From an optimization exercise on the open Yosys and OpenROAD flow, aimed at a short achievable clock period and few clock cycles per item; shortcuts taken in it are not production practice. Function was checked by simulation only, so behaviour that the tests miss may differ from the original.

==> inputs of run a <==
==> flow/design.v (excerpt) <==
module mm_top (
    input  logic         clk_buf,
    input  logic         sys_reset,
    input  logic         cmd_valid,
    input  logic [(4 * 8)-1:0] cmd_word,
    output logic         cmd_credit,
    output logic         res_valid,
    output mm_data_pkg::mm_acc_t      res_data,
    input  logic         res_credit,
    output logic         busy,
    output logic         done
);
==> flow/config.mk <==
export PLATFORM = sky130hd
export DESIGN_NAME = mm_top
export DESIGN_NICKNAME = mm_top
export VERILOG_FILES = /design/flow/design.v
export SDC_FILE = /design/flow/constraint.sdc
export NUM_CORES = 4
export LEC_CHECK = 0
export ABC_CLOCK_PERIOD_IN_PS = 2500
export CAP_MARGIN = 20
export CORE_MARGIN = 2
export CORE_UTILIZATION = 40
export CTS_CLUSTER_DIAMETER = 100
export CTS_CLUSTER_SIZE = 24
export SLEW_MARGIN = 20
==> flow/constraint.sdc <==
create_clock -name core_clock -period 10.5 [get_ports {clk_buf}]
set_input_delay 2.1000 -clock core_clock [delete_from_list [all_inputs] [get_ports {clk_buf}]]
set_output_delay 2.1000 -clock core_clock [all_outputs]
set_load 0.01 [all_outputs]
standard.sh (not shown) runs the stock make flow with config.mk's settings and CLKGATE_MAP_FILE= SYNTH_SCRIPT=/design/flow/synth_recipe.tcl, a recipe that flattens the netlist after the stock synthesis.
==> flow/flow/run.sh <==
#!/bin/bash
set -euo pipefail
MARGIN=${MARGIN:-7.5}
sed "s/ \"\${@:-finish}\"\$/ SETUP_SLACK_MARGIN=${MARGIN} TNS_END_PERCENT=100 \"\${@:-finish}\"/" standard.sh > standard_margin.sh
grep -q "SETUP_SLACK_MARGIN=${MARGIN}" standard_margin.sh
bash standard_margin.sh > make_flow.log 2>&1
==> run b (differences from run a) <==
--- a/flow/design.v
+++ b/flow/design.v
@@ -1867,15 +1867,17 @@
             pend      <= pend_next;
             can_issue <= (pend_next < PD_W'(D));
             op_v      <= issue;
         end
     end
     always_ff @(posedge clk_buf) begin
-        op_a <= head_a[n[3:2]*W +: W];
-        for (int k = 0; k < DIM; k++) begin
-            op_b[k*EW +: EW] <= head_b[k*W + n[1:0]*EW +: EW];
+        if (issue) begin
+            op_a <= head_a[n[3:2]*W +: W];
+            for (int k = 0; k < DIM; k++) begin
+                op_b[k*EW +: EW] <= head_b[k*W + n[1:0]*EW +: EW];
+            end
         end
     end
 endmodule
 `timescale 1ns/1ns
 module mm_cmd_decode (
     input  logic         clk_buf,
@@ -1889,80 +1891,70 @@
     output logic [4*(4 * 8)-1:0] a_rows,
     output logic [4*(4 * 8)-1:0] b_rows
 );
     localparam int DIM  = 4;
     localparam int W    = (4 * 8);
     localparam int SKID = 3;
-    logic            in_v;
-    logic [W-1:0]    in_w;
-    logic [W-1:0]    skid   [SKID];
-    logic [SKID-1:0] skid_v;              
-    logic [SKID-1:0] kept_v;              
-    logic            src_v;
-    logic [W-1:0]    src_w;
-    logic            src_start;
-    logic            take;
-    logic            push, pop;
-    logic            owe1_q, owe2_q;      
-    logic            owe1, owe2;
-    logic            early;               
-    logic            give;
-    logic            expect_data;
-    logic            sel_b;
-    logic [1:0]      row;
+    logic           in_v;
+    logic [W-1:0]   in_w;
+    logic [W-1:0]   skid [SKID];
+    logic [1:0]     s_cnt, s_cnt_next;
+    logic           s_ne;
+    logic           src_v;
+    logic [W-1:0]   src_w;
+    logic           src_start;
+    logic           take;
+    logic           push, pop;
+    logic [1:0]     owe_q, owe_now;
+    logic [2:0]     early, early_next;   
+    logic           early_ok;
+    logic           give;
+    logic           expect_data;
+    logic           sel_b;
+    logic [1:0]     row;
     always_ff @(posedge clk_buf or posedge sys_reset) begin
         if (sys_reset) in_v <= 1'b0;
         else           in_v <= cmd_valid;
     end
     always_ff @(posedge clk_buf) begin
         in_w <= cmd_word;
     end
-    assign src_v     = skid_v[0] || in_v;
-    assign src_w     = skid_v[0] ? skid[0] : in_w;
+    assign s_ne      = (s_cnt != 2'd0);
+    assign src_v     = s_ne || in_v;
+    assign src_w     = s_ne ? skid[0] : in_w;
     assign src_start = !expect_data && (src_w[1:0] == mm_cmd_pkg::OP_START);
     assign take      = src_v && !(src_start && q_full);
     assign run_start = take && src_start;
-    assign pop  = skid_v[0] && take;
-    assign push = in_v && (skid_v[0] || !take);
-    assign kept_v = pop ? {1'b0, skid_v[SKID-1:1]} : skid_v;
+    assign pop        = s_ne && take;
+    assign push       = in_v && (s_ne || !take);
+    assign s_cnt_next = s_cnt + 2'(push) - 2'(pop);
     always_ff @(posedge clk_buf) begin
         for (int i = 0; i < SKID; i++) begin
-            if (push && !kept_v[i] && (i == 0 || kept_v[i - 1])) begin
+            if (push && (2'(i) == s_cnt - 2'(pop))) begin
                 skid[i] <= in_w;
             end else if (pop && i < SKID - 1) begin
                 skid[i] <= skid[i + 1];
             end
         end
     end
     always_ff @(posedge clk_buf or posedge sys_reset) begin
-        if (sys_reset) begin
-            skid_v <= '0;
-        end else begin
-            for (int i = 0; i < SKID; i++) begin
-                skid_v[i] <= kept_v[i] || (push && (i == 0 || kept_v[i - 1]));
-            end
-        end
-    end
-    always_comb begin
-        case ({in_v, cmd_credit})
-            2'b10:   begin owe1 = 1'b1;             owe2 = owe1_q; end
-            2'b01:   begin owe1 = owe2_q;           owe2 = 1'b0;   end
-            default: begin owe1 = owe1_q;           owe2 = owe2_q; end
-        endcase
+        if (sys_reset) s_cnt <= '0;
+        else           s_cnt <= s_cnt_next;
     end
-    assign give = (!early || take) && (cmd_valid || owe1);
+    assign owe_now    = owe_q + 2'(in_v) - 2'(cmd_credit);
+    assign early_ok   = early[2] || (early == 3'd0) || ((early == 3'd1) && take);
+    assign give       = early_ok && (cmd_valid || (owe_now != 2'd0));
+    assign early_next = early + 3'(give) - 3'(take);
     always_ff @(posedge clk_buf or posedge sys_reset) begin
         if (sys_reset) begin
-            owe1_q     <= 1'b0;
-            owe2_q     <= 1'b0;
-            early      <= 1'b0;
+            owe_q      <= '0;
+            early      <= '0;
             cmd_credit <= 1'b0;
         end else begin
-            owe1_q     <= owe1;
-            owe2_q     <= owe2;
-            early      <= (early == take) ? give : early;
+            owe_q      <= owe_now;
+            early      <= early_next;
             cmd_credit <= give;
         end
     end
     always_ff @(posedge clk_buf or posedge sys_reset) begin
         if (sys_reset) begin
             expect_data <= 1'b0;
@@ -2014,14 +2006,14 @@
     assign send         = (f_ne || dot_v) && cred_nz;
     assign rd           = f_ne && cred_nz;
     assign wr           = dot_v && (f_ne || !cred_nz);
     assign fcnt_next    = fcnt + C_W'(wr) - C_W'(rd);
     assign credits_next = credits - CRED_W'(send) + CRED_W'(cr_q);
     always_ff @(posedge clk_buf) begin
-        if (wr) fifo[fwp] <= dot;
-        res_data <= mm_data_pkg::mm_acc_t'(f_ne ? fifo[frp] : dot);
+        if (wr)   fifo[fwp] <= dot;
+        if (send) res_data  <= mm_data_pkg::mm_acc_t'(f_ne ? fifo[frp] : dot);
     end
     always_ff @(posedge clk_buf or posedge sys_reset) begin
         if (sys_reset) begin
             fwp       <= '0;
             frp       <= '0;
             fcnt      <= '0;
--- a/flow/config.mk
+++ b/flow/config.mk
@@ -7,8 +7,8 @@
 export LEC_CHECK = 0
 export ABC_CLOCK_PERIOD_IN_PS = 2500
 export CAP_MARGIN = 20
 export CORE_MARGIN = 2
 export CORE_UTILIZATION = 40
 export CTS_CLUSTER_DIAMETER = 100
-export CTS_CLUSTER_SIZE = 24
+export CTS_CLUSTER_SIZE = 30
 export SLEW_MARGIN = 20
==> results.cfg <==
[cts]
insertion_delay_ns = 0.72

[status]
status = complete, no violations

[place]
dp_cells = 5324

[setup_path]
timing.rr.end = u_cmd_decode.skid[1][23]

[finish]
drive_gt1_share_pct = 15.5
That was run b.
==> results.cfg <==
[status]
status = complete, no violations

[finish]
inverters_excl_clock = 254
drive_gt1_share_pct = 15.0

[yosys]
syn_nets = 3792
synth-main-ff-cell = edfxtp_1

[cts]
insertion_delay_ns = 0.71

[setup_path]
rr_worst_depth = 9
critPathCaptureType = output pin

[detailed_routing]
routed_wl_um = 116000

[power]
powerComb_mw = 6.50
That was run a.
Testbench counts of run a, summed over its fixed seeds: cycles 5,281, products 320.
Testbench counts of run b, summed over its fixed seeds: cycles 5,281, products 320.

-- separate check: timing with driven ports --
No port has a modelled driver above. Below, the same layouts with a new extraction and two added sets of constraints. Step 1 (the two cells are an assumption about what drives the block):
set clk [get_ports {clk_buf}]
set_driving_cell -lib_cell sky130_fd_sc_hd__clkbuf_16 $clk
set_driving_cell -lib_cell sky130_fd_sc_hd__buf_2 [delete_from_list [all_inputs] $clk]
Step 2 times the ports against the registers' clock, not the clock port: input delays grow and output delays shrink by t, the midpoint of the rising clock arrivals with the driver on. Three values: ideal, step 1, step 2; two values: the first two.
run | t, ns | setup WS [ns] | worst setup path after step 2
run a | 0.768 | 7.096 / 7.020 / 6.917 | input, reset recovery
run b | 0.767 | 6.940 / 6.867 / 6.856 | input to register
After both steps every run listed still meets setup and hold. The setup slack of run a, which loses most, moves by -0.076 ns with the drivers and by -0.179 ns with both steps. The worst setup slack also covers recovery checks on asynchronous resets.
